Source: an optimization exercise on an open RTL-to-GDS flow (aim: small area and few clock cycles per item). Production flows keep margins and buffers that such runs may drop.
Function was checked by simulation only, so behaviour that the tests miss may differ from the original.
Power is estimated from default activity; no workload was simulated.

$ cat config.mk
export PLATFORM = sky130hd
export DESIGN_NAME = pot_average_motor_servo_setpoint
export DESIGN_NICKNAME = pot_average_motor_servo_setpoint
export VERILOG_FILES = /design/flow/design.v
export SDC_FILE = /design/flow/constraint.sdc
export NUM_CORES = 4
export LEC_CHECK = 0
export CAP_MARGIN = 20
export CORE_MARGIN = 2
export CORE_UTILIZATION = 40
export SLEW_MARGIN = 20
$ cat constraint.sdc
create_clock -name core_clock -period 10.0 [get_ports {i_clk}]
set_input_delay 2.0000 -clock core_clock [delete_from_list [all_inputs] [get_ports {i_clk}]]
set_output_delay 2.0000 -clock core_clock [all_outputs]
set_load 0.01 [all_outputs]
$ cat design.v
`default_nettype none
module pot_average_motor_servo_setpoint (
    input  wire         i_clk,
    input  wire         i_rst_n,
    input  wire         i_in_valid,
    output logic        o_in_stall,
    input  wire  [19:0] i_in_item,
    output logic        o_out_valid,
    input  wire         i_out_stall,
    output logic [56:0] o_out_item
);
    localparam int WINDOW = 10;
    logic [19:0] r_cell [WINDOW];
    logic [3:0]  r_fill;
    logic        full;
    logic [13:0] r_ssum, r_asum;
    logic [13:0] ssum_next, asum_next;
    logic        r_valid;
    logic        accept;
    logic        take_old;
    logic [9:0]  new_s, new_a, nold_s, nold_a;
    assign o_in_stall  = r_valid && i_out_stall;
    assign accept      = i_in_valid && !o_in_stall;
    assign o_out_valid = r_valid;
    always_ff @(posedge i_clk) begin
        if (accept) begin
            r_cell[0] <= i_in_item;
            for (int i = 1; i < WINDOW; i++) r_cell[i] <= r_cell[i-1];
        end
    end
    assign full     = (r_fill == 4'(WINDOW));
    assign take_old = accept && full;
    assign new_s    = accept ? i_in_item[19:10] : 10'd0;
    assign new_a    = accept ? i_in_item[9:0]   : 10'd0;
    assign nold_s   = take_old ? ~r_cell[WINDOW-1][19:10] : 10'd0;
    assign nold_a   = take_old ? ~r_cell[WINDOW-1][9:0]   : 10'd0;
    always_ff @(posedge i_clk) begin
        if (!i_rst_n) begin
            r_fill  <= '0;
            r_valid <= 1'b0;
        end else begin
            r_valid <= accept || (r_valid && i_out_stall);
            if (accept && !full) r_fill <= r_fill + 4'd1;
        end
    end
    always_ff @(posedge i_clk) begin
        r_ssum <= i_rst_n ? ssum_next : 14'd0;
        r_asum <= i_rst_n ? asum_next : 14'd0;
    end
    logic [7:0]  speed;    
    logic [7:0]  qa;
    logic        neg, pos;
    logic [8:0]  w5;       
    logic [12:0] servo;
    logic [7:0]  aset;
    logic [6:0]  smag;
    assign neg = r_ssum < 14'd5115;
    assign pos = r_ssum >= 14'd5167;
    logic h_1;
    logic h_2;
    logic h_3;
    logic h_4;
    logic h_5;
    logic h_6;
    logic h_7;
    logic h_8;
    logic h_9;
    logic h_10;
    logic h_11;
    logic h_12;
    logic h_13;
    logic h_14;
    logic h_15;
    logic h_16;
    logic h_17;
    logic h_18;
    logic h_19;
    logic h_20;
    logic h_21;
    logic h_22;
    logic h_23;
    logic h_24;
    logic h_25;
    logic h_26;
    logic h_27;
    logic h_28;
    logic h_29;
    logic h_30;
    logic h_31;
    logic h_32;
    logic h_33;
    logic h_34;
    logic h_35;
    logic h_36;
    logic h_37;
    logic h_38;
    logic h_39;
    logic h_40;
    logic h_41;
    logic h_42;
    logic h_43;
    logic h_44;
    logic h_45;
    logic h_46;
    logic h_47;
    logic h_48;
    logic h_49;
    logic h_50;
    logic h_51;
    logic h_52;
    logic h_53;
    logic h_54;
    logic h_55;
    logic h_56;
    logic h_57;
    logic h_58;
    logic h_59;
    logic h_60;
    logic h_61;
    logic h_62;
    logic h_63;
    logic h_64;
    logic h_65;
    logic h_66;
    logic h_67;
    logic h_68;
    logic h_69;
    logic h_70;
    logic h_71;
    logic h_72;
    logic h_73;
    logic h_74;
    logic h_75;
    logic h_76;
    logic h_77;
    logic h_78;
    logic h_79;
    logic h_80;
    logic h_81;
    logic h_82;
    logic h_83;
    logic h_84;
    logic h_85;
    logic h_86;
    logic h_87;
    logic h_88;
    logic h_89;
    logic h_90;
    logic h_91;
    logic h_92;
    logic h_93;
    logic h_94;
    logic h_95;
    logic h_96;
    logic h_97;
    logic h_98;
    logic h_99;
    logic h_100;
    logic h_101;
    logic h_102;
    logic h_103;
    logic h_104;
    logic h_105;
    logic h_106;
    logic h_107;
    logic h_108;
    logic h_109;
    logic h_110;
    logic h_111;
    logic h_112;
    logic h_113;
    logic h_114;
    logic h_115;
    logic h_116;
    logic h_117;
    logic h_118;
    logic h_119;
    logic h_120;
    logic h_121;
    logic h_122;
    logic h_123;
    logic h_124;
    logic h_125;
    logic h_126;
    logic h_127;
    logic h_128;
    logic h_129;
    logic h_130;
    logic h_131;
    logic h_132;
    logic h_133;
    logic h_134;
    logic h_135;
    logic h_136;
    logic h_137;
    logic h_138;
    logic h_139;
    logic h_140;
    logic h_141;
    logic h_142;
    logic h_143;
    logic h_144;
    logic h_145;
    logic h_146;
    logic h_147;
    logic h_148;
    logic h_149;
    logic h_150;
    logic h_151;
    logic h_152;
    logic h_153;
    logic h_154;
    logic h_155;
    logic h_156;
    logic h_157;
    logic h_158;
    logic h_159;
    logic h_160;
    logic h_161;
    logic h_162;
    logic h_163;
    logic h_164;
    logic h_165;
    logic h_166;
    logic h_167;
    logic h_168;
    logic h_169;
    logic h_170;
    logic h_171;
    logic h_172;
    logic h_173;
    logic h_174;
    logic h_175;
    logic h_176;
    logic h_177;
    logic h_178;
    logic h_179;
    logic h_180;
    logic h_181;
    logic h_182;
    logic h_183;
    logic h_184;
    logic h_185;
    logic h_186;
    logic h_187;
    logic h_188;
    logic h_189;
    logic h_190;
    logic h_191;
    logic h_192;
    logic h_193;
    logic h_194;
    logic h_195;
    logic h_196;
    logic h_197;
    logic h_198;
    logic h_199;
    logic h_200;
    logic h_201;
    logic h_202;
    logic h_203;
    logic h_204;
    logic h_205;
    logic h_206;
    logic h_207;
    logic h_208;
    logic h_209;
    logic h_210;
    logic h_211;
    logic h_212;
    logic h_213;
    logic h_214;
    logic h_215;
    logic h_216;
    logic h_217;
    logic h_218;
    logic h_219;
    logic h_220;
    logic h_221;
    logic h_222;
    logic h_223;
    logic h_224;
    logic h_225;
    logic h_226;
    logic h_227;
    logic h_228;
    logic h_229;
    logic h_230;
    logic h_231;
    logic h_232;
    logic h_233;
    logic h_234;
    logic h_235;
    logic h_236;
    logic h_237;
    logic h_238;
    logic h_239;
    logic h_240;
    logic h_241;
    logic h_242;
    logic h_243;
    logic h_244;
    logic h_245;
    logic h_246;
    logic h_247;
    logic h_248;
    logic h_249;
    logic h_250;
    logic h_251;
    logic h_252;
    logic h_253;
    logic h_254;
    logic h_255;
    logic h_256;
    logic h_257;
    logic h_258;
    logic h_259;
    logic h_260;
    logic h_261;
    logic h_262;
    logic h_263;
    logic h_264;
    logic h_265;
    logic h_266;
    logic h_267;
    logic h_268;
    logic h_269;
    logic h_270;
    logic h_271;
    logic h_272;
    logic h_273;
    logic h_274;
    logic h_275;
    logic h_276;
    logic h_277;
    logic h_278;
    logic h_279;
    logic h_280;
    logic h_281;
    logic h_282;
    logic h_283;
    logic h_284;
    logic h_285;
    logic h_286;
    logic h_287;
    logic h_288;
    logic h_289;
    logic h_290;
    logic h_291;
    logic h_292;
    logic h_293;
    logic h_294;
    logic h_295;
    logic h_296;
    logic h_297;
    logic h_298;
    logic h_299;
    logic h_300;
    logic h_301;
    logic h_302;
    logic h_303;
    logic h_304;
    logic h_305;
    logic h_306;
    logic h_307;
    logic h_308;
    logic h_309;
    logic h_310;
    logic h_311;
    logic h_312;
    logic h_313;
    logic h_314;
    logic h_315;
    logic h_316;
    logic h_317;
    logic h_318;
    logic h_319;
    logic h_320;
    logic h_321;
    logic h_322;
    logic h_323;
    logic h_324;
    logic h_325;
    logic h_326;
    logic h_327;
    logic h_328;
    logic h_329;
    logic h_330;
    logic h_331;
    logic h_332;
    logic h_333;
    logic h_334;
    logic h_335;
    logic h_336;
    logic h_337;
    logic h_338;
    logic h_339;
    logic h_340;
    logic h_341;
    logic h_342;
    logic h_343;
    logic h_344;
    logic h_345;
    logic h_346;
    logic h_347;
    logic h_348;
    logic h_349;
    logic h_350;
    logic h_351;
    logic h_352;
    logic h_353;
    logic h_354;
    logic h_355;
    logic h_356;
    logic h_357;
    logic h_358;
    logic h_359;
    logic h_360;
    logic h_361;
    logic h_362;
    logic h_363;
    logic h_364;
    logic h_365;
    logic h_366;
    logic h_367;
    logic h_368;
    logic h_369;
    logic h_370;
    logic h_371;
    logic h_372;
    logic h_373;
    logic h_374;
    logic h_375;
    logic h_376;
    logic h_377;
    logic h_378;
    logic h_379;
    logic h_380;
    logic h_381;
    logic h_382;
    logic h_383;
    logic h_384;
    logic h_385;
    logic h_386;
    logic h_387;
    logic h_388;
    logic h_389;
    logic h_390;
    logic h_391;
    logic h_392;
    logic h_393;
    logic h_394;
    logic h_395;
    logic h_396;
    logic h_397;
    logic h_398;
    logic h_399;
    logic h_400;
    logic h_401;
    logic h_402;
    logic h_403;
    logic h_404;
    logic h_405;
    logic h_406;
    logic h_407;
    logic h_408;
    logic h_409;
    logic h_410;
    logic h_411;
    logic h_412;
    logic h_413;
    logic h_414;
    logic h_415;
    logic h_416;
    assign h_1 = r_ssum[0] ^ new_s[0] ^ nold_s[0];
    assign h_2 = (r_ssum[0] & new_s[0]) | (r_ssum[0] & nold_s[0]) | (new_s[0] & nold_s[0]);
    assign h_3 = r_ssum[1] ^ new_s[1] ^ nold_s[1];
    assign h_4 = (r_ssum[1] & new_s[1]) | (r_ssum[1] & nold_s[1]) | (new_s[1] & nold_s[1]);
    assign h_5 = r_ssum[2] ^ new_s[2] ^ nold_s[2];
    assign h_6 = (r_ssum[2] & new_s[2]) | (r_ssum[2] & nold_s[2]) | (new_s[2] & nold_s[2]);
    assign h_7 = r_ssum[3] ^ new_s[3] ^ nold_s[3];
    assign h_8 = (r_ssum[3] & new_s[3]) | (r_ssum[3] & nold_s[3]) | (new_s[3] & nold_s[3]);
    assign h_9 = r_ssum[4] ^ new_s[4] ^ nold_s[4];
    assign h_10 = (r_ssum[4] & new_s[4]) | (r_ssum[4] & nold_s[4]) | (new_s[4] & nold_s[4]);
    assign h_11 = r_ssum[5] ^ new_s[5] ^ nold_s[5];
    assign h_12 = (r_ssum[5] & new_s[5]) | (r_ssum[5] & nold_s[5]) | (new_s[5] & nold_s[5]);
    assign h_13 = r_ssum[6] ^ new_s[6] ^ nold_s[6];
    assign h_14 = (r_ssum[6] & new_s[6]) | (r_ssum[6] & nold_s[6]) | (new_s[6] & nold_s[6]);
    assign h_15 = r_ssum[7] ^ new_s[7] ^ nold_s[7];
    assign h_16 = (r_ssum[7] & new_s[7]) | (r_ssum[7] & nold_s[7]) | (new_s[7] & nold_s[7]);
    assign h_17 = r_ssum[8] ^ new_s[8] ^ nold_s[8];
    assign h_18 = (r_ssum[8] & new_s[8]) | (r_ssum[8] & nold_s[8]) | (new_s[8] & nold_s[8]);
    assign h_19 = r_ssum[9] ^ new_s[9] ^ nold_s[9];
    assign h_20 = (r_ssum[9] & new_s[9]) | (r_ssum[9] & nold_s[9]) | (new_s[9] & nold_s[9]);
    assign h_21 = h_20 ^ r_ssum[10] ^ take_old;
    assign h_22 = (h_20 & r_ssum[10]) | (h_20 & take_old) | (r_ssum[10] & take_old);
    assign h_23 = h_22 ^ r_ssum[11] ^ take_old;
    assign h_24 = (h_22 & r_ssum[11]) | (h_22 & take_old) | (r_ssum[11] & take_old);
    assign h_25 = h_24 ^ r_ssum[12] ^ take_old;
    assign h_26 = (h_24 & r_ssum[12]) | (h_24 & take_old) | (r_ssum[12] & take_old);
    assign h_27 = h_26 ^ r_ssum[13] ^ take_old;
    assign h_28 = (h_26 & r_ssum[13]) | (h_26 & take_old) | (r_ssum[13] & take_old);
    assign h_29 = h_1 ^ take_old;
    assign h_30 = h_1 & take_old;
    assign h_31 = h_2 ^ h_3 ^ h_30;
    assign h_32 = (h_2 & h_3) | (h_2 & h_30) | (h_3 & h_30);
    assign h_33 = h_4 ^ h_5 ^ h_32;
    assign h_34 = (h_4 & h_5) | (h_4 & h_32) | (h_5 & h_32);
    assign h_35 = h_6 ^ h_7 ^ h_34;
    assign h_36 = (h_6 & h_7) | (h_6 & h_34) | (h_7 & h_34);
    assign h_37 = h_8 ^ h_9 ^ h_36;
    assign h_38 = (h_8 & h_9) | (h_8 & h_36) | (h_9 & h_36);
    assign h_39 = h_10 ^ h_11 ^ h_38;
    assign h_40 = (h_10 & h_11) | (h_10 & h_38) | (h_11 & h_38);
    assign h_41 = h_12 ^ h_13 ^ h_40;
    assign h_42 = (h_12 & h_13) | (h_12 & h_40) | (h_13 & h_40);
    assign h_43 = h_14 ^ h_15 ^ h_42;
    assign h_44 = (h_14 & h_15) | (h_14 & h_42) | (h_15 & h_42);
    assign h_45 = h_16 ^ h_17 ^ h_44;
    assign h_46 = (h_16 & h_17) | (h_16 & h_44) | (h_17 & h_44);
    assign h_47 = h_18 ^ h_19 ^ h_46;
    assign h_48 = (h_18 & h_19) | (h_18 & h_46) | (h_19 & h_46);
    assign h_49 = h_21 ^ h_48;
    assign h_50 = h_21 & h_48;
    assign h_51 = h_23 ^ h_50;
    assign h_52 = h_23 & h_50;
    assign h_53 = h_25 ^ h_52;
    assign h_54 = h_25 & h_52;
    assign h_55 = h_27 ^ h_54;
    assign h_56 = h_27 & h_54;
    assign h_57 = r_asum[0] ^ new_a[0] ^ nold_a[0];
    assign h_58 = (r_asum[0] & new_a[0]) | (r_asum[0] & nold_a[0]) | (new_a[0] & nold_a[0]);
    assign h_59 = r_asum[1] ^ new_a[1] ^ nold_a[1];
    assign h_60 = (r_asum[1] & new_a[1]) | (r_asum[1] & nold_a[1]) | (new_a[1] & nold_a[1]);
    assign h_61 = r_asum[2] ^ new_a[2] ^ nold_a[2];
    assign h_62 = (r_asum[2] & new_a[2]) | (r_asum[2] & nold_a[2]) | (new_a[2] & nold_a[2]);
    assign h_63 = r_asum[3] ^ new_a[3] ^ nold_a[3];
    assign h_64 = (r_asum[3] & new_a[3]) | (r_asum[3] & nold_a[3]) | (new_a[3] & nold_a[3]);
    assign h_65 = r_asum[4] ^ new_a[4] ^ nold_a[4];
    assign h_66 = (r_asum[4] & new_a[4]) | (r_asum[4] & nold_a[4]) | (new_a[4] & nold_a[4]);
    assign h_67 = r_asum[5] ^ new_a[5] ^ nold_a[5];
    assign h_68 = (r_asum[5] & new_a[5]) | (r_asum[5] & nold_a[5]) | (new_a[5] & nold_a[5]);
    assign h_69 = r_asum[6] ^ new_a[6] ^ nold_a[6];
    assign h_70 = (r_asum[6] & new_a[6]) | (r_asum[6] & nold_a[6]) | (new_a[6] & nold_a[6]);
    assign h_71 = r_asum[7] ^ new_a[7] ^ nold_a[7];
    assign h_72 = (r_asum[7] & new_a[7]) | (r_asum[7] & nold_a[7]) | (new_a[7] & nold_a[7]);
    assign h_73 = r_asum[8] ^ new_a[8] ^ nold_a[8];
    assign h_74 = (r_asum[8] & new_a[8]) | (r_asum[8] & nold_a[8]) | (new_a[8] & nold_a[8]);
    assign h_75 = r_asum[9] ^ new_a[9] ^ nold_a[9];
    assign h_76 = (r_asum[9] & new_a[9]) | (r_asum[9] & nold_a[9]) | (new_a[9] & nold_a[9]);
    assign h_77 = h_76 ^ r_asum[10] ^ take_old;
    assign h_78 = (h_76 & r_asum[10]) | (h_76 & take_old) | (r_asum[10] & take_old);
    assign h_79 = h_78 ^ r_asum[11] ^ take_old;
    assign h_80 = (h_78 & r_asum[11]) | (h_78 & take_old) | (r_asum[11] & take_old);
    assign h_81 = h_80 ^ r_asum[12] ^ take_old;
    assign h_82 = (h_80 & r_asum[12]) | (h_80 & take_old) | (r_asum[12] & take_old);
    assign h_83 = h_82 ^ r_asum[13] ^ take_old;
    assign h_84 = (h_82 & r_asum[13]) | (h_82 & take_old) | (r_asum[13] & take_old);
    assign h_85 = h_57 ^ take_old;
    assign h_86 = h_57 & take_old;
    assign h_87 = h_58 ^ h_59 ^ h_86;
    assign h_88 = (h_58 & h_59) | (h_58 & h_86) | (h_59 & h_86);
    assign h_89 = h_60 ^ h_61 ^ h_88;
    assign h_90 = (h_60 & h_61) | (h_60 & h_88) | (h_61 & h_88);
    assign h_91 = h_62 ^ h_63 ^ h_90;
    assign h_92 = (h_62 & h_63) | (h_62 & h_90) | (h_63 & h_90);
    assign h_93 = h_64 ^ h_65 ^ h_92;
    assign h_94 = (h_64 & h_65) | (h_64 & h_92) | (h_65 & h_92);
    assign h_95 = h_66 ^ h_67 ^ h_94;
    assign h_96 = (h_66 & h_67) | (h_66 & h_94) | (h_67 & h_94);
    assign h_97 = h_68 ^ h_69 ^ h_96;
    assign h_98 = (h_68 & h_69) | (h_68 & h_96) | (h_69 & h_96);
    assign h_99 = h_70 ^ h_71 ^ h_98;
    assign h_100 = (h_70 & h_71) | (h_70 & h_98) | (h_71 & h_98);
    assign h_101 = h_72 ^ h_73 ^ h_100;
    assign h_102 = (h_72 & h_73) | (h_72 & h_100) | (h_73 & h_100);
    assign h_103 = h_74 ^ h_75 ^ h_102;
    assign h_104 = (h_74 & h_75) | (h_74 & h_102) | (h_75 & h_102);
    assign h_105 = h_77 ^ h_104;
    assign h_106 = h_77 & h_104;
    assign h_107 = h_79 ^ h_106;
    assign h_108 = h_79 & h_106;
    assign h_109 = h_81 ^ h_108;
    assign h_110 = h_81 & h_108;
    assign h_111 = h_83 ^ h_110;
    assign h_112 = h_83 & h_110;
    assign h_113 = r_ssum[7] ^ r_ssum[4] ^ ~r_ssum[2];
    assign h_114 = (r_ssum[7] & r_ssum[4]) | (r_ssum[7] & ~r_ssum[2]) | (r_ssum[4] & ~r_ssum[2]);
    assign h_115 = r_ssum[8] ^ r_ssum[5] ^ ~r_ssum[12];
    assign h_116 = (r_ssum[8] & r_ssum[5]) | (r_ssum[8] & ~r_ssum[12]) | (r_ssum[5] & ~r_ssum[12]);
    assign h_117 = r_ssum[9] ^ r_ssum[6] ^ r_ssum[0];
    assign h_118 = (r_ssum[9] & r_ssum[6]) | (r_ssum[9] & r_ssum[0]) | (r_ssum[6] & r_ssum[0]);
    assign h_119 = r_ssum[10] ^ r_ssum[7] ^ r_ssum[1];
    assign h_120 = (r_ssum[10] & r_ssum[7]) | (r_ssum[10] & r_ssum[1]) | (r_ssum[7] & r_ssum[1]);
    assign h_121 = r_ssum[11] ^ r_ssum[8] ^ r_ssum[2];
    assign h_122 = (r_ssum[11] & r_ssum[8]) | (r_ssum[11] & r_ssum[2]) | (r_ssum[8] & r_ssum[2]);
    assign h_123 = r_ssum[0] ^ ~r_ssum[6] ^ 1'b1;
    assign h_124 = (r_ssum[0] & ~r_ssum[6]) | (r_ssum[0] & 1'b1) | (~r_ssum[6] & 1'b1);
    assign h_125 = r_ssum[12] ^ r_ssum[9] ^ r_ssum[3];
    assign h_126 = (r_ssum[12] & r_ssum[9]) | (r_ssum[12] & r_ssum[3]) | (r_ssum[9] & r_ssum[3]);
    assign h_127 = r_ssum[1] ^ ~r_ssum[7] ^ 1'b1;
    assign h_128 = (r_ssum[1] & ~r_ssum[7]) | (r_ssum[1] & 1'b1) | (~r_ssum[7] & 1'b1);
    assign h_129 = r_ssum[13] ^ r_ssum[10] ^ r_ssum[4];
    assign h_130 = (r_ssum[13] & r_ssum[10]) | (r_ssum[13] & r_ssum[4]) | (r_ssum[10] & r_ssum[4]);
    assign h_131 = r_ssum[2] ^ ~r_ssum[8] ^ 1'b1;
    assign h_132 = (r_ssum[2] & ~r_ssum[8]) | (r_ssum[2] & 1'b1) | (~r_ssum[8] & 1'b1);
    assign h_133 = r_ssum[11] ^ r_ssum[5] ^ r_ssum[3];
    assign h_134 = (r_ssum[11] & r_ssum[5]) | (r_ssum[11] & r_ssum[3]) | (r_ssum[5] & r_ssum[3]);
    assign h_135 = r_ssum[12] ^ r_ssum[6] ^ r_ssum[4];
    assign h_136 = (r_ssum[12] & r_ssum[6]) | (r_ssum[12] & r_ssum[4]) | (r_ssum[6] & r_ssum[4]);
    assign h_137 = r_ssum[13] ^ r_ssum[7] ^ r_ssum[5];
    assign h_138 = (r_ssum[13] & r_ssum[7]) | (r_ssum[13] & r_ssum[5]) | (r_ssum[7] & r_ssum[5]);
    assign h_139 = r_ssum[8] ^ r_ssum[6] ^ ~r_ssum[12];
    assign h_140 = (r_ssum[8] & r_ssum[6]) | (r_ssum[8] & ~r_ssum[12]) | (r_ssum[6] & ~r_ssum[12]);
    assign h_141 = r_ssum[9] ^ r_ssum[7] ^ ~r_ssum[13];
    assign h_142 = (r_ssum[9] & r_ssum[7]) | (r_ssum[9] & ~r_ssum[13]) | (r_ssum[7] & ~r_ssum[13]);
    assign h_143 = r_ssum[11] ^ r_ssum[9] ^ 1'b1;
    assign h_144 = (r_ssum[11] & r_ssum[9]) | (r_ssum[11] & 1'b1) | (r_ssum[9] & 1'b1);
    assign h_145 = r_ssum[12] ^ r_ssum[10] ^ 1'b1;
    assign h_146 = (r_ssum[12] & r_ssum[10]) | (r_ssum[12] & 1'b1) | (r_ssum[10] & 1'b1);
    assign h_147 = h_114 ^ h_115 ^ ~r_ssum[3];
    assign h_148 = (h_114 & h_115) | (h_114 & ~r_ssum[3]) | (h_115 & ~r_ssum[3]);
    assign h_149 = h_116 ^ h_117 ^ ~r_ssum[13];
    assign h_150 = (h_116 & h_117) | (h_116 & ~r_ssum[13]) | (h_117 & ~r_ssum[13]);
    assign h_151 = h_118 ^ h_119 ^ ~r_ssum[5];
    assign h_152 = (h_118 & h_119) | (h_118 & ~r_ssum[5]) | (h_119 & ~r_ssum[5]);
    assign h_153 = h_120 ^ h_121 ^ h_123;
    assign h_154 = (h_120 & h_121) | (h_120 & h_123) | (h_121 & h_123);
    assign h_155 = h_122 ^ h_124 ^ h_125;
    assign h_156 = (h_122 & h_124) | (h_122 & h_125) | (h_124 & h_125);
    assign h_157 = h_126 ^ h_128 ^ h_129;
    assign h_158 = (h_126 & h_128) | (h_126 & h_129) | (h_128 & h_129);
    assign h_159 = h_130 ^ h_132 ^ h_133;
    assign h_160 = (h_130 & h_132) | (h_130 & h_133) | (h_132 & h_133);
    assign h_161 = h_134 ^ h_135 ^ ~r_ssum[10];
    assign h_162 = (h_134 & h_135) | (h_134 & ~r_ssum[10]) | (h_135 & ~r_ssum[10]);
    assign h_163 = h_136 ^ h_137 ^ ~r_ssum[11];
    assign h_164 = (h_136 & h_137) | (h_136 & ~r_ssum[11]) | (h_137 & ~r_ssum[11]);
    assign h_165 = h_142 ^ r_ssum[10] ^ r_ssum[8];
    assign h_166 = (h_142 & r_ssum[10]) | (h_142 & r_ssum[8]) | (r_ssum[10] & r_ssum[8]);
    assign h_167 = h_146 ^ r_ssum[13] ^ r_ssum[11];
    assign h_168 = (h_146 & r_ssum[13]) | (h_146 & r_ssum[11]) | (r_ssum[13] & r_ssum[11]);
    assign h_169 = h_148 ^ h_149 ^ ~r_ssum[4];
    assign h_170 = (h_148 & h_149) | (h_148 & ~r_ssum[4]) | (h_149 & ~r_ssum[4]);
    assign h_171 = h_150 ^ h_151 ^ 1'b1;
    assign h_172 = (h_150 & h_151) | (h_150 & 1'b1) | (h_151 & 1'b1);
    assign h_173 = h_154 ^ h_155 ^ h_127;
    assign h_174 = (h_154 & h_155) | (h_154 & h_127) | (h_155 & h_127);
    assign h_175 = h_156 ^ h_157 ^ h_131;
    assign h_176 = (h_156 & h_157) | (h_156 & h_131) | (h_157 & h_131);
    assign h_177 = h_158 ^ h_159 ^ ~r_ssum[9];
    assign h_178 = (h_158 & h_159) | (h_158 & ~r_ssum[9]) | (h_159 & ~r_ssum[9]);
    assign h_179 = h_160 ^ h_161 ^ 1'b1;
    assign h_180 = (h_160 & h_161) | (h_160 & 1'b1) | (h_161 & 1'b1);
    assign h_181 = h_162 ^ h_163 ^ 1'b1;
    assign h_182 = (h_162 & h_163) | (h_162 & 1'b1) | (h_163 & 1'b1);
    assign h_183 = h_164 ^ h_138 ^ h_139;
    assign h_184 = (h_164 & h_138) | (h_164 & h_139) | (h_138 & h_139);
    assign h_185 = h_172 ^ h_152 ^ h_153;
    assign h_186 = (h_172 & h_152) | (h_172 & h_153) | (h_152 & h_153);
    assign h_187 = h_176 ^ h_177 ^ 1'b1;
    assign h_188 = (h_176 & h_177) | (h_176 & 1'b1) | (h_177 & 1'b1);
    assign h_189 = h_184 ^ h_140 ^ h_141;
    assign h_190 = (h_184 & h_140) | (h_184 & h_141) | (h_140 & h_141);
    assign h_191 = h_188 ^ h_178 ^ h_179;
    assign h_192 = (h_188 & h_178) | (h_188 & h_179) | (h_178 & h_179);
    assign h_193 = h_192 ^ h_180 ^ h_181;
    assign h_194 = (h_192 & h_180) | (h_192 & h_181) | (h_180 & h_181);
    assign h_195 = h_194 ^ h_182 ^ h_183;
    assign h_196 = (h_194 & h_182) | (h_194 & h_183) | (h_182 & h_183);
    assign h_197 = ~r_ssum[1] & 1'b1;
    assign h_198 = ~r_ssum[1] | 1'b1;
    assign h_199 = h_113 & 1'b1;
    assign h_200 = h_113 | 1'b1;
    assign h_201 = h_147 & 1'b1;
    assign h_202 = h_147 | 1'b1;
    assign h_203 = h_170 & h_171;
    assign h_204 = h_170 | h_171;
    assign h_205 = h_186 & h_173;
    assign h_206 = h_186 | h_173;
    assign h_207 = h_174 & h_175;
    assign h_208 = h_174 | h_175;
    assign h_209 = h_199 | (h_200 & h_197);
    assign h_210 = h_200 & h_198;
    assign h_211 = 1'b0 | (h_169 & h_201);
    assign h_212 = h_169 & h_202;
    assign h_213 = 1'b0 | (h_185 & h_203);
    assign h_214 = h_185 & h_204;
    assign h_215 = h_207 | (h_208 & h_205);
    assign h_216 = h_208 & h_206;
    assign h_217 = 1'b0 | (h_191 & 1'b0);
    assign h_218 = h_191 & h_187;
    assign h_219 = h_211 | (h_212 & h_209);
    assign h_220 = h_212 & h_210;
    assign h_221 = h_215 | (h_216 & h_213);
    assign h_222 = h_216 & h_214;
    assign h_223 = 1'b0 | (h_193 & h_217);
    assign h_224 = h_193 & h_218;
    assign h_225 = h_221 | (h_222 & h_219);
    assign h_226 = h_222 & h_220;
    assign h_227 = h_223 | (h_224 & h_225);
    assign h_228 = h_224 & h_226;
    assign h_229 = h_195 ^ h_227;
    assign h_230 = h_195 & h_227;
    assign h_231 = h_196 ^ h_189 ^ h_230;
    assign h_232 = (h_196 & h_189) | (h_196 & h_230) | (h_189 & h_230);
    assign h_233 = h_190 ^ h_165 ^ h_232;
    assign h_234 = (h_190 & h_165) | (h_190 & h_232) | (h_165 & h_232);
    assign h_235 = h_166 ^ h_143 ^ h_234;
    assign h_236 = (h_166 & h_143) | (h_166 & h_234) | (h_143 & h_234);
    assign h_237 = h_144 ^ h_145 ^ h_236;
    assign h_238 = (h_144 & h_145) | (h_144 & h_236) | (h_145 & h_236);
    assign h_239 = h_167 ^ h_238;
    assign h_240 = h_167 & h_238;
    assign h_241 = h_168 ^ r_ssum[12] ^ h_240;
    assign h_242 = (h_168 & r_ssum[12]) | (h_168 & h_240) | (r_ssum[12] & h_240);
    assign h_243 = r_ssum[13] ^ 1'b1 ^ h_242;
    assign h_244 = (r_ssum[13] & 1'b1) | (r_ssum[13] & h_242) | (1'b1 & h_242);
    assign h_245 = r_asum[10] ^ r_asum[7] ^ r_asum[0];
    assign h_246 = (r_asum[10] & r_asum[7]) | (r_asum[10] & r_asum[0]) | (r_asum[7] & r_asum[0]);
    assign h_247 = r_asum[11] ^ r_asum[8] ^ r_asum[1];
    assign h_248 = (r_asum[11] & r_asum[8]) | (r_asum[11] & r_asum[1]) | (r_asum[8] & r_asum[1]);
    assign h_249 = r_asum[12] ^ r_asum[9] ^ r_asum[2];
    assign h_250 = (r_asum[12] & r_asum[9]) | (r_asum[12] & r_asum[2]) | (r_asum[9] & r_asum[2]);
    assign h_251 = r_asum[13] ^ r_asum[10] ^ r_asum[3];
    assign h_252 = (r_asum[13] & r_asum[10]) | (r_asum[13] & r_asum[3]) | (r_asum[10] & r_asum[3]);
    assign h_253 = r_asum[11] ^ r_asum[4] ^ r_asum[1];
    assign h_254 = (r_asum[11] & r_asum[4]) | (r_asum[11] & r_asum[1]) | (r_asum[4] & r_asum[1]);
    assign h_255 = r_asum[12] ^ r_asum[5] ^ r_asum[2];
    assign h_256 = (r_asum[12] & r_asum[5]) | (r_asum[12] & r_asum[2]) | (r_asum[5] & r_asum[2]);
    assign h_257 = r_asum[13] ^ r_asum[6] ^ r_asum[3];
    assign h_258 = (r_asum[13] & r_asum[6]) | (r_asum[13] & r_asum[3]) | (r_asum[6] & r_asum[3]);
    assign h_259 = h_250 ^ h_251 ^ r_asum[0];
    assign h_260 = (h_250 & h_251) | (h_250 & r_asum[0]) | (h_251 & r_asum[0]);
    assign h_261 = h_258 ^ r_asum[7] ^ r_asum[4];
    assign h_262 = (h_258 & r_asum[7]) | (h_258 & r_asum[4]) | (r_asum[7] & r_asum[4]);
    assign h_263 = h_260 ^ h_252 ^ h_253;
    assign h_264 = (h_260 & h_252) | (h_260 & h_253) | (h_252 & h_253);
    assign h_265 = h_262 ^ r_asum[8] ^ r_asum[5];
    assign h_266 = (h_262 & r_asum[8]) | (h_262 & r_asum[5]) | (r_asum[8] & r_asum[5]);
    assign h_267 = h_264 ^ h_254 ^ h_255;
    assign h_268 = (h_264 & h_254) | (h_264 & h_255) | (h_254 & h_255);
    assign h_269 = h_266 ^ r_asum[9] ^ r_asum[6];
    assign h_270 = (h_266 & r_asum[9]) | (h_266 & r_asum[6]) | (r_asum[9] & r_asum[6]);
    assign h_271 = h_268 ^ h_256 ^ h_257;
    assign h_272 = (h_268 & h_256) | (h_268 & h_257) | (h_256 & h_257);
    assign h_273 = h_270 ^ r_asum[10] ^ r_asum[7];
    assign h_274 = (h_270 & r_asum[10]) | (h_270 & r_asum[7]) | (r_asum[10] & r_asum[7]);
    assign h_275 = h_274 ^ r_asum[11] ^ r_asum[8];
    assign h_276 = (h_274 & r_asum[11]) | (h_274 & r_asum[8]) | (r_asum[11] & r_asum[8]);
    assign h_277 = h_276 ^ r_asum[12] ^ r_asum[9];
    assign h_278 = (h_276 & r_asum[12]) | (h_276 & r_asum[9]) | (r_asum[12] & r_asum[9]);
    assign h_279 = h_278 ^ r_asum[13] ^ r_asum[10];
    assign h_280 = (h_278 & r_asum[13]) | (h_278 & r_asum[10]) | (r_asum[13] & r_asum[10]);
    assign h_281 = r_asum[6] & 1'b1;
    assign h_282 = r_asum[6] | 1'b1;
    assign h_283 = h_245 & 1'b1;
    assign h_284 = h_245 | 1'b1;
    assign h_285 = h_246 & h_247;
    assign h_286 = h_246 | h_247;
    assign h_287 = h_248 & h_249;
    assign h_288 = h_248 | h_249;
    assign h_289 = h_272 & h_261;
    assign h_290 = h_272 | h_261;
    assign h_291 = h_283 | (h_284 & h_281);
    assign h_292 = h_284 & h_282;
    assign h_293 = h_287 | (h_288 & h_285);
    assign h_294 = h_288 & h_286;
    assign h_295 = 1'b0 | (h_263 & 1'b0);
    assign h_296 = h_263 & h_259;
    assign h_297 = 1'b0 | (h_271 & 1'b0);
    assign h_298 = h_271 & h_267;
    assign h_299 = 1'b0 | (h_265 & h_289);
    assign h_300 = h_265 & h_290;
    assign h_301 = h_293 | (h_294 & h_291);
    assign h_302 = h_294 & h_292;
    assign h_303 = h_297 | (h_298 & h_295);
    assign h_304 = h_298 & h_296;
    assign h_305 = h_303 | (h_304 & h_301);
    assign h_306 = h_304 & h_302;
    assign h_307 = h_299 | (h_300 & h_305);
    assign h_308 = h_300 & h_306;
    assign h_309 = h_269 ^ h_307;
    assign h_310 = h_269 & h_307;
    assign h_311 = h_273 ^ h_310;
    assign h_312 = h_273 & h_310;
    assign h_313 = h_275 ^ h_312;
    assign h_314 = h_275 & h_312;
    assign h_315 = h_277 ^ h_314;
    assign h_316 = h_277 & h_314;
    assign h_317 = h_279 ^ h_316;
    assign h_318 = h_279 & h_316;
    assign h_319 = h_280 ^ r_asum[11] ^ h_318;
    assign h_320 = (h_280 & r_asum[11]) | (h_280 & h_318) | (r_asum[11] & h_318);
    assign h_321 = r_asum[12] ^ h_320;
    assign h_322 = r_asum[12] & h_320;
    assign h_323 = r_asum[13] ^ h_322;
    assign h_324 = r_asum[13] & h_322;
    assign h_325 = speed[0] ^ ~pos ^ 1'b1;
    assign h_326 = (speed[0] & ~pos) | (speed[0] & 1'b1) | (~pos & 1'b1);
    assign h_327 = speed[2] ^ speed[0] ^ 1'b1;
    assign h_328 = (speed[2] & speed[0]) | (speed[2] & 1'b1) | (speed[0] & 1'b1);
    assign h_329 = speed[3] ^ speed[1] ^ 1'b1;
    assign h_330 = (speed[3] & speed[1]) | (speed[3] & 1'b1) | (speed[1] & 1'b1);
    assign h_331 = speed[4] ^ speed[2] ^ 1'b1;
    assign h_332 = (speed[4] & speed[2]) | (speed[4] & 1'b1) | (speed[2] & 1'b1);
    assign h_333 = speed[5] ^ speed[3] ^ 1'b1;
    assign h_334 = (speed[5] & speed[3]) | (speed[5] & 1'b1) | (speed[3] & 1'b1);
    assign h_335 = speed[6] ^ speed[4] ^ 1'b1;
    assign h_336 = (speed[6] & speed[4]) | (speed[6] & 1'b1) | (speed[4] & 1'b1);
    assign h_337 = speed[7] ^ speed[5] ^ 1'b1;
    assign h_338 = (speed[7] & speed[5]) | (speed[7] & 1'b1) | (speed[5] & 1'b1);
    assign h_339 = speed[7] ^ speed[6] ^ 1'b1;
    assign h_340 = (speed[7] & speed[6]) | (speed[7] & 1'b1) | (speed[6] & 1'b1);
    assign h_341 = h_326 ^ speed[1] ^ 1'b1;
    assign h_342 = (h_326 & speed[1]) | (h_326 & 1'b1) | (speed[1] & 1'b1);
    assign h_343 = h_342 ^ h_327;
    assign h_344 = h_342 & h_327;
    assign h_345 = h_328 ^ h_329 ^ h_344;
    assign h_346 = (h_328 & h_329) | (h_328 & h_344) | (h_329 & h_344);
    assign h_347 = h_330 ^ h_331 ^ h_346;
    assign h_348 = (h_330 & h_331) | (h_330 & h_346) | (h_331 & h_346);
    assign h_349 = h_332 ^ h_333 ^ h_348;
    assign h_350 = (h_332 & h_333) | (h_332 & h_348) | (h_333 & h_348);
    assign h_351 = h_334 ^ h_335 ^ h_350;
    assign h_352 = (h_334 & h_335) | (h_334 & h_350) | (h_335 & h_350);
    assign h_353 = h_336 ^ h_337 ^ h_352;
    assign h_354 = (h_336 & h_337) | (h_336 & h_352) | (h_337 & h_352);
    assign h_355 = h_338 ^ h_339 ^ h_354;
    assign h_356 = (h_338 & h_339) | (h_338 & h_354) | (h_339 & h_354);
    assign h_357 = qa[0] ^ qa[3] ^ 1'b1;
    assign h_358 = (qa[0] & qa[3]) | (qa[0] & 1'b1) | (qa[3] & 1'b1);
    assign h_359 = qa[0] ^ qa[1] ^ qa[4];
    assign h_360 = (qa[0] & qa[1]) | (qa[0] & qa[4]) | (qa[1] & qa[4]);
    assign h_361 = qa[1] ^ qa[2] ^ qa[5];
    assign h_362 = (qa[1] & qa[2]) | (qa[1] & qa[5]) | (qa[2] & qa[5]);
    assign h_363 = qa[2] ^ qa[3] ^ qa[6];
    assign h_364 = (qa[2] & qa[3]) | (qa[2] & qa[6]) | (qa[3] & qa[6]);
    assign h_365 = qa[3] ^ qa[4] ^ qa[7];
    assign h_366 = (qa[3] & qa[4]) | (qa[3] & qa[7]) | (qa[4] & qa[7]);
    assign h_367 = qa[4] ^ qa[5] ^ 1'b1;
    assign h_368 = (qa[4] & qa[5]) | (qa[4] & 1'b1) | (qa[5] & 1'b1);
    assign h_369 = qa[6] ^ qa[7] ^ 1'b1;
    assign h_370 = (qa[6] & qa[7]) | (qa[6] & 1'b1) | (qa[7] & 1'b1);
    assign h_371 = h_358 ^ h_359 ^ 1'b1;
    assign h_372 = (h_358 & h_359) | (h_358 & 1'b1) | (h_359 & 1'b1);
    assign h_373 = h_362 ^ h_363 ^ 1'b1;
    assign h_374 = (h_362 & h_363) | (h_362 & 1'b1) | (h_363 & 1'b1);
    assign h_375 = h_364 ^ h_365 ^ 1'b1;
    assign h_376 = (h_364 & h_365) | (h_364 & 1'b1) | (h_365 & 1'b1);
    assign h_377 = h_368 ^ qa[5] ^ qa[6];
    assign h_378 = (h_368 & qa[5]) | (h_368 & qa[6]) | (qa[5] & qa[6]);
    assign h_379 = h_372 ^ h_360 ^ h_361;
    assign h_380 = (h_372 & h_360) | (h_372 & h_361) | (h_360 & h_361);
    assign h_381 = h_376 ^ h_366 ^ h_367;
    assign h_382 = (h_376 & h_366) | (h_376 & h_367) | (h_366 & h_367);
    assign h_383 = qa[2] ^ 1'b1;
    assign h_384 = qa[2] & 1'b1;
    assign h_385 = h_357 ^ h_384;
    assign h_386 = h_357 & h_384;
    assign h_387 = h_371 ^ h_386;
    assign h_388 = h_371 & h_386;
    assign h_389 = h_379 ^ h_388;
    assign h_390 = h_379 & h_388;
    assign h_391 = h_380 ^ h_373 ^ h_390;
    assign h_392 = (h_380 & h_373) | (h_380 & h_390) | (h_373 & h_390);
    assign h_393 = h_374 ^ h_375 ^ h_392;
    assign h_394 = (h_374 & h_375) | (h_374 & h_392) | (h_375 & h_392);
    assign h_395 = h_381 ^ h_394;
    assign h_396 = h_381 & h_394;
    assign h_397 = h_382 ^ h_377 ^ h_396;
    assign h_398 = (h_382 & h_377) | (h_382 & h_396) | (h_377 & h_396);
    assign h_399 = h_378 ^ h_369 ^ h_398;
    assign h_400 = (h_378 & h_369) | (h_378 & h_398) | (h_369 & h_398);
    assign h_401 = h_370 ^ qa[7] ^ h_400;
    assign h_402 = (h_370 & qa[7]) | (h_370 & h_400) | (qa[7] & h_400);
    assign h_403 = qa[1] ^ 1'b1;
    assign h_404 = qa[1] & 1'b1;
    assign h_405 = qa[2] ^ 1'b1 ^ h_404;
    assign h_406 = (qa[2] & 1'b1) | (qa[2] & h_404) | (1'b1 & h_404);
    assign h_407 = qa[3] ^ h_406;
    assign h_408 = qa[3] & h_406;
    assign h_409 = qa[4] ^ h_408;
    assign h_410 = qa[4] & h_408;
    assign h_411 = qa[5] ^ 1'b1 ^ h_410;
    assign h_412 = (qa[5] & 1'b1) | (qa[5] & h_410) | (1'b1 & h_410);
    assign h_413 = qa[6] ^ h_412;
    assign h_414 = qa[6] & h_412;
    assign h_415 = qa[7] ^ 1'b1 ^ h_414;
    assign h_416 = (qa[7] & 1'b1) | (qa[7] & h_414) | (1'b1 & h_414);
    assign ssum_next = {h_55, h_53, h_51, h_49, h_47, h_45, h_43, h_41, h_39, h_37, h_35, h_33, h_31, h_29};
    assign asum_next = {h_111, h_109, h_107, h_105, h_103, h_101, h_99, h_97, h_95, h_93, h_91, h_89, h_87, h_85};
    assign speed = {h_243, h_241, h_239, h_237, h_235, h_233, h_231, h_229};
    assign qa = {h_323, h_321, h_319, h_317, h_315, h_313, h_311, h_309};
    assign w5 = {h_355, h_353, h_351, h_349, h_347, h_345, h_343, h_341, h_325};
    assign servo = {h_402, h_401, h_399, h_397, h_395, h_393, h_391, h_389, h_387, h_385, h_383, qa[1], qa[0]};
    assign aset = {h_415, h_413, h_411, h_409, h_407, h_405, h_403, qa[0]};
    always_comb begin
        logic seen;
        seen = 1'b0;
        for (int i = 0; i < 7; i++) begin
            smag[i] = speed[i] ^ (neg && seen);
            seen    = seen || speed[i];
        end
    end
    assign o_out_item[56:49] = speed;
    assign o_out_item[48:42] = smag;
    assign o_out_item[41:34] = aset;
    assign o_out_item[33:26] = qa;
    assign o_out_item[25]    = pos;
    assign o_out_item[24]    = neg;
    assign o_out_item[23:13] = {w5, pos, pos} ^ {11{neg}};
    assign o_out_item[12:0]  = servo;
endmodule
`default_nettype wire
$ cat flow/run.sh
#!/bin/bash
# The standard layout, with small port buffers and a lighter clock tree.
# Each make step writes its own log under orfs/logs; this log holds make's output.
bash standard.sh \
  "BUFFER_PORTS_ARGS=-buffer_cell sky130_fd_sc_hd__buf_1" \
  "CTS_ARGS=-sink_clustering_enable -repair_clock_nets -dont_use_dummy_load -buf_list sky130_fd_sc_hd__clkbuf_16 -sink_clustering_size 25 -sink_clustering_max_diameter 60" \
  finish > standard.log 2>&1
$ cat standard.sh
#!/bin/bash
# synth_recipe.tcl (not shown) runs the flow's synth.tcl, then flattens the netlist and writes it again
# the make line also repeats each setting of config.mk as NAME=value (left out here)
make -C /OpenROAD-flow-scripts/flow DESIGN_CONFIG=/design/flow/config.mk WORK_HOME=/design/flow/orfs CLKGATE_MAP_FILE= SYNTH_SCRIPT=/design/flow/synth_recipe.tcl "${@:-finish}"
==> results of run 1 <==
==> state kept, by name (all words and copies together), names as in the netlist <==
signal   cells
r_cell     200
r_asum      14
r_fill       4
r_valid      1
r_ssum      14
==> stage by stage <==
step	total power [uW]	utilization [%]	hold slack, ns	cells
after floorplan	2850	-	0.400	769
after global placement	3260	42.8	0.400	1210
after detailed placement	3290	42.8	0.405	1210
after CTS	3940	44.3	0.383	1226
after global routing	4290	44.6	0.389	1228
final	3920	44.6	0.396	1228
==> layout by cell type, fill, tap and decap left out, types with 3 or more instances in the layout <==
cell	instances
a211oi_1	4
ha_4	4
a21oi_1	3
edfxtp_1	200
xor2_1	9
buf_4	27
fa_1	101
buf_1	79
nand2_1	10
dfxtp_1	27
nor2b_1	4
nand2b_1	5
inv_2	7
and2_1	49
fa_2	11
clkbuf_16	15
nor3_1	4
xnor2_1	29
nor2_1	26
dfxtp_2	5
ha_1	49
inv_1	137
o21ai_0	3
==> layer usage <==
| metal | global-route usage [%] | wire [um] | vias to the layer above |
|---|---|---|---|
| li1 | - | - | 2601 |
| met3 | 1.28 | 495 | 15 |
| met5 | 0 | 0 | - |
| met4 | 2.50 | 187 | 0 |
| met1 | 18.3 | 9030 | 2710 |
| met2 | 18.0 | 7740 | 74 |
==> report_power, final <==
group | switching (uW) | internal [uW] | total, uW
clock | 280 | 268 | 547
combinational | 1230 | 980 | 2210
sequential | 32.6 | 1130 | 1160
==> critical path: cells and delay by family, from the launching register on <==
kind                     cells  cell delay, ns
XOR/XNOR                     4            0.59
adder cells (fa/ha/maj)     16            5.32
buffers and inverters       10            0.62
AND/OR/NAND/NOR              2            0.29
flip-flops                   1            0.34
AO/OA/AOI/OAI                2            0.24
==> worst paths after layout <==
path | from | endpoint | slack (ns) | cells after the start
setup / recovery | r_ssum[3] | o_out_item[23] | 0.14 | 34
hold / removal | r_cell[1][14] | r_cell[2][14] | 0.40 | 0
setup reg to reg | r_valid | r_asum[13] | 3.41 | 22
hold reg to reg | r_cell[1][14] | r_cell[2][14] | 0.40 | 0
==> cells by family (layout without fill, tap and decap cells) <==
kind of cell	Yosys count	in the layout
flip-flops	233	233
buffers and inverters	193	268
adder cells (fa/ha/maj)	168	168
AND/OR/NAND/NOR	114	114
XOR/XNOR	39	39
AO/OA/AOI/OAI	22	22
==> final cells by class <==
cell class | instances | area, um2 | share of cell area, %
sequential | 233 | 6680 | 52.1
multi-input combinational | 343 | 4230 | 33.0
inverter | 144 | 541 | 4.22
timing repair buffer | 109 | 514 | 4.01
tap | 384 | 480 | 3.75
clock buffer | 15 | 375 | 2.93
==> what timing repair did <==
action / in CTS / in global routing
buffers inserted: 1 / 2
resized for setup: 26 / 16
pin swaps: 17 / 10
endpoints found under the setup margin: 5 / 5
==> summary.md, run 1 <==
| Metric | Value |
|---|---|
| TritonCTS buffer count | 15 |
| Number of setup violations in the final report | 0 |
| Hold buffer count at cts | 0 |
| Post-synthesis area per instance | 15.2 um2 |
| Max Fclk | 101 MHz |
| Crit-path max FO | 3 |
| Sequential fraction of the synthesis area | 57.2% |
| Via count | 5400 |
| Largest net degree at the start of global routing | 68 |
| Clock sink total | 233 |
| Multiplexer share of the synthesized area | 0% |
| Effective utilization at floorplan | 40.6% |
| First-pass GRT wire length | 28.8 mm |
| Placed cell area | 12300 um2 |
| Worst hold-check path type | reg2reg |
| DRT Pass-1 Iters | 4 |
| DRT antenna net count | 0 |
| Async SR Flop Fraction | 0% |
| Clk_skew | 0.0423 ns |
| Slowest cell on the critical path | fa_2 |
| Worst setup margin | 0.139 ns |
| Minimum clock period | 9.86 ns |
| CP Capture Type | primary output |
| Pwr dens | 306 nW/um2 |
| WP data required | 8.00 ns |
| Worst Tran Pin Value | 0.772 ns |
| Number of enable flip-flop cells after synthesis | 200 |
| Seq cells post-synth | 233 |
| CTS tree | done |
| Clock Latency Late Sink | 0.47 ns |
| Crit path top cell by count | fa_2 |
| Vias in the first global route | 5580 |
| YS warnings | 2 |
| Share of cells above drive strength 1 | 10.1% |
| Max-cap viol count | 0 |
| Gr usage total | 11.8% |
| Post-Syn Nets | 959 |
| Share of the synthesized area in the top cell type | 51.5% |
| Mapped Cells | 769 |
| Post-synth top cells | edfxtp_1 (200), inv_1 (144), fa_1 (112), ha_1 (54), and2_1 (49) |
| Drt drc | 0 |
| Hpwl dp | 13.1 mm |
| Distinct cells, synth | 41 |
| H-tree depth | 1 |
| Total gr overflow | 0 |
| Slew Viols, Final | 0 |
| Synth Area in Simple Gates | 5.63% |
| IO Count | 83 |
| Crit start category | flip-flop |
| Area share of fa/ha/maj cells after synthesis | 25.2% |
| Post-synth top flop | edfxtp_1 |
| Cell taking the most area after synthesis | edfxtp_1 |
| Input/output buffers | 82 |
| Synth Area in XOR/XNOR | 2.93% |
| Tcrit/Tclk final | 98.6% |
| Number of vias per cell | 4.40 |
| Core Footprint | 28700 um2 |
| Slew margin rel. | 48.6% |
| Iter 0 DRT Violations | 330 |
| FP Rows | 62 |
| Arr. time, crit path | 7.86 ns |
| Bufs on Longest Clock Path | 3 |
| Die width | 175 um |
| Endpoints failing hold | 0 |
| Die area | 30500 um2 |
| Filler instances | 2671 |
| Pre-CTS setup slack | 0.00514 ns |
| RSZ-0062 raised after global routing | yes |
| # diodes | 0 |
| Final Cell Area | 12800 um2 |
| Routability cong. | 0.784 |
| VDD IR max | 0.473 mV |
| CP Class | reg2out |
| Syn Std Cell Area | 11700 um2 |
| Count leader, synth | edfxtp_1 |
| Initial antenna violation count | 0 |
| Largest family of logic cells by synthesized area | adder cells |
| Die H | 175 um |
| Status | complete, no violations |
| Nets | 1036 |
| Clock root cell | clkbuf_16 |
| WL/cell | 14.2 um |
| Compound-Gate Fraction of Synth Area | 1.41% |
| Slowest stage delay, CP | 0.55 ns |
| WL final | 17.5 mm |
| Worst-path clk slew | 0.09 ns |
| Setup TNS | 0 ns |
| Leak | 0.00505 uW |
| Main area contributors after synthesis | edfxtp_1 (52%), fa_1 (19%), ha_1 (5.8%), dfxtp_1 (5.7%), inv_1 (4.6%) |
| Area Overhead vs Synth | 9.99% |
Testbench counts, summed over its fixed seeds: cycles 16,016, items 16,000.
==> inputs of run 2 (changes only) <==
==> flow/run.sh (replaced) <==
#!/bin/bash
# The standard layout, with small port buffers and a lighter clock tree.
# Each make step writes its own log under orfs/logs; this log holds make's output.
bash standard.sh \
  "BUFFER_PORTS_ARGS=-buffer_cell sky130_fd_sc_hd__buf_1" \
  "CTS_ARGS=-sink_clustering_enable -repair_clock_nets -dont_use_dummy_load -buf_list sky130_fd_sc_hd__clkbuf_8 -sink_clustering_size 20 -sink_clustering_max_diameter 60" \
  finish > standard.log 2>&1
==> run 2 against run 1 <==
Clock skew down 0.0050 ns. Routed wire length rose by 1.3%. Sequential cell count unchanged. Synthesized cell count unchanged. Power is 2.9% lower. First-iteration DRC count fell by 7.9%. Sequential share of layout area rose by 0.39 points. Area after synthesis unchanged. Worst hold slack better by 0.0034 ns. Die area did not move. Worst setup slack got worse by 0.042 ns. Clock-buffer cell count rose by 1. Highest routed layer unchanged.
==> summary.md, run 2 <==
| Metric | Value |
|---|---|
| Status | complete, no violations |
| Post-synth top flop | edfxtp_1 |
| Share of cells above drive strength 1 | 11.7% |
| FP Rows | 62 |
| Distinct cells, synth | 41 |
| # diodes | 0 |
| Initial antenna violation count | 0 |
| Post-synth top cells | edfxtp_1 (200), inv_1 (144), fa_1 (112), ha_1 (54), and2_1 (49) |
| Nets | 1041 |
| Main area contributors after synthesis | edfxtp_1 (52%), fa_1 (19%), ha_1 (5.8%), dfxtp_1 (5.7%), inv_1 (4.6%) |
| Syn Std Cell Area | 11700 um2 |
| Crit Reg-Reg Startpoint | r_valid |
| Bufs on Longest Clock Path | 3 |
| Clock power share | 10.9% |
| Post-synthesis area per instance | 15.2 um2 |
| Cell taking the most area after synthesis | edfxtp_1 |
| WL final | 17.7 mm |
| Worst Tran Pin Value | 0.794 ns |
| Max FFs per register | 200 |
| Die H | 175 um |
| Iter 0 DRT Violations | 304 |
| CP Class | reg2out |
| Largest regs | r_cell (200), r_asum (14), r_ssum (14) |
| Worst setup margin | 0.0973 ns |
| Critical path depth in cells | 34 |
| Max Fclk | 101 MHz |
| Cells after DPL | 1210 |
| Largest family of logic cells by synthesized area | adder cells |
| Count leader, synth | edfxtp_1 |
| Effective utilization at floorplan | 40.6% |
| Register-to-register setup slack | 3.41 ns |
| Slowest stage delay, CP | 0.55 ns |
| Mapped Cells | 769 |
| Share of the synthesized area in the top cell type | 51.5% |
| Crit start category | flip-flop |
| Worst hold path cell count | 0 |
| Input/output buffers | 82 |
| Synth Area in XOR/XNOR | 2.93% |
| YS warnings | 2 |
| Synth Area in Simple Gates | 5.63% |
| Slew margin rel. | 47.1% |
| Leading cell types in the layout, fill and taps excluded | edfxtp_1 (200), inv_1 (135), fa_1 (97) |
| Largest net degree at the start of global routing | 68 |
| Async SR Flop Fraction | 0% |
| Endpoints failing hold | 0 |
| WL/cell | 14.3 um |
| Delay-heaviest family, CP | adder cells |
| Worst Hold Launch | r_cell[6][9] |
| Via count | 5402 |
| Switch share | 40.4% |
| Sw power | 1540 uW |
| TritonCTS buffer count | 16 |
| Routability cong. | 0.784 |
| Clock Latency Late Sink | 0.50 ns |
| Number of enable flip-flop cells after synthesis | 200 |
| Reg-to-Reg End | r_asum[13] |
| Int Pwr | 2270 uW |
| Pre-CTS setup slack | 0.00514 ns |
| Commonest non-fill, non-tap cell in the layout | edfxtp_1 |
| DRT Pass-1 Iters | 4 |
| Number of setup violations in the final report | 0 |
| Number of vias per cell | 4.38 |
| RSZ-0062 raised after global routing | yes |
| Slowest cell on the critical path | fa_2 |
| Area Overhead vs Synth | 9.20% |
| Clock sink total | 233 |
| Top reg by flops | r_cell |
| DRT antenna net count | 0 |
| Arr. time, crit path | 7.90 ns |
| Total gr overflow | 0 |
| Minimum clock period | 9.90 ns |
| H-tree depth | 1 |
| Buf/Inv on CP | 10 |
| CP Capture Type | primary output |
| Hpwl dp | 13.1 mm |
| Drt drc | 0 |
| Clk_skew | 0.0373 ns |
| Endpoint, Worst Hold | r_cell[7][9] |
| Vias in the first global route | 5605 |
| Max-cap viol count | 0 |
| Sequential fraction of the synthesis area | 57.2% |
| Area share of fa/ha/maj cells after synthesis | 25.2% |
| Clock root cell | clkbuf_8 |
| First-pass GRT wire length | 29.0 mm |
| Pwr dens | 299 nW/um2 |
| IO Count | 83 |
| Leak | 0.00501 uW |
| Tcrit/Tclk final | 99.0% |
| WP data required | 8.00 ns |
| Seq cells post-synth | 233 |
| Flop pwr share | 30.5% |
| Die area | 30500 um2 |
| Filler instances | 2678 |
| Comb pwr share | 58.6% |
| Die width | 175 um |
| Final std cells w/o fill | 1233 |
| Crit-path max FO | 3 |
| Gr usage total | 11.9% |
| Worst-path clk slew | 0.11 ns |
| Slew Viols, Final | 0 |
| FF-to-FF path depth | 22 |
| Worst hold-check path type | reg2reg |
| Crit path top cell by count | fa_2 |
| CTS tree | done |
| Compound-Gate Fraction of Synth Area | 1.41% |
| Post-Syn Nets | 959 |
| Multiplexer share of the synthesized area | 0% |
| Core Footprint | 28700 um2 |
| VDD IR max | 0.476 mV |
run 2: repair_timing:
item / in CTS / in global routing
hold buffers: 0 / 0
endpoints found under the setup margin: 6 / 5
setup buffers: 1 / 6
pin swaps: 17 / 13
gates resized for setup: 26 / 26
run 2: per-layer routing:
layer  vias up  wire, um  global-route usage (%)
li1       2598         -                       -
met1      2713      9120                    18.3
met2        77      7750                    18.1
met3        14       573                    1.50
met4         0       222                    2.43
met5         -         0                       0
run 2: area by class of cell:
class	instances	area (um2)	area share [%]
tap	384	480	3.78
timing repair buffer	113	546	4.29
sequential	233	6680	52.5
multi-input combinational	343	4260	33.5
inverter	144	541	4.25
clock buffer	16	220	1.73
run 2: stage by stage:
stage	util [%]	total power, uW	hold WS, ns	setup TNS, ns	instance area [um2]
6_report	44.3	3810	0.400	0	12700
5_1_grt	44.3	4180	0.395	-0.280	12700
4_1_cts	43.8	3800	0.396	-0.0427	12600
3_5_place_dp	42.8	3290	0.405	0	12300
3_3_place_gp	42.8	3260	0.400	0	12300
2_1_floorplan	-	2850	0.400	0	11700
run 2: cell families (layout without fill, tap and decap cells):
family	after synthesis	count (layout)
compound gates	22	22
xor+xnor	39	39
fa+ha+maj	168	168
buf+inv	193	273
flops	233	233
simple gates	114	114
run 2: power by group through the flow:
stage | Sequential (uW) | Clock (uW) | Combinational [uW]
finish | 1160 | 416 | 2230
global route | 1170 | 472 | 2530
CTS | 1160 | 444 | 2190
detailed placement | 1190 | 0 | 2100
global placement | 1180 | 0 | 2080
floorplan | 1180 | 0 | 1670
run 2: worst max-delay path by stage:
stage	from	end
floorplan	r_ssum[5]	o_out_item[23]
global placement	r_ssum[3]	o_out_item[23]
detailed placement	r_ssum[3]	o_out_item[23]
CTS	r_ssum[3]	o_out_item[23]
global route	r_ssum[3]	o_out_item[23]
finish	r_ssum[3]	o_out_item[23]

-- separate check: timing with driven ports --
The flow's constraints put no driver on any port. The routed layouts listed below were extracted and timed again, unchanged, in two steps.
Step 1: set_driving_cell puts a clkbuf_16 on i_clk and a buf_2 on each other input, an assumption about the parent block.
Step 2 moves the port delays by t, midway between the first and last clock arrival at a register: inputs arrive t later, outputs are due t later. That takes back most of the time a late clock gives input paths.
Slacks: ideal / step 1 / step 2; pairs: ideal / step 1.
run | t, ns | setup slack, ns | hold slack, ns | latest minus earliest clock arrival (ns) | worst slew at a driven data input, ns
run 1 | 0.485 | 0.139 / 0.101 / 0.586 | 0.396 / 0.396 / 0.396 | 0.046 / 0.046 | 0.03
run 2 | 0.522 | 0.097 / 0.061 / 0.583 | 0.400 / 0.400 / 0.400 | 0.037 / 0.037 | 0.03
After both steps every run listed still meets setup and hold.
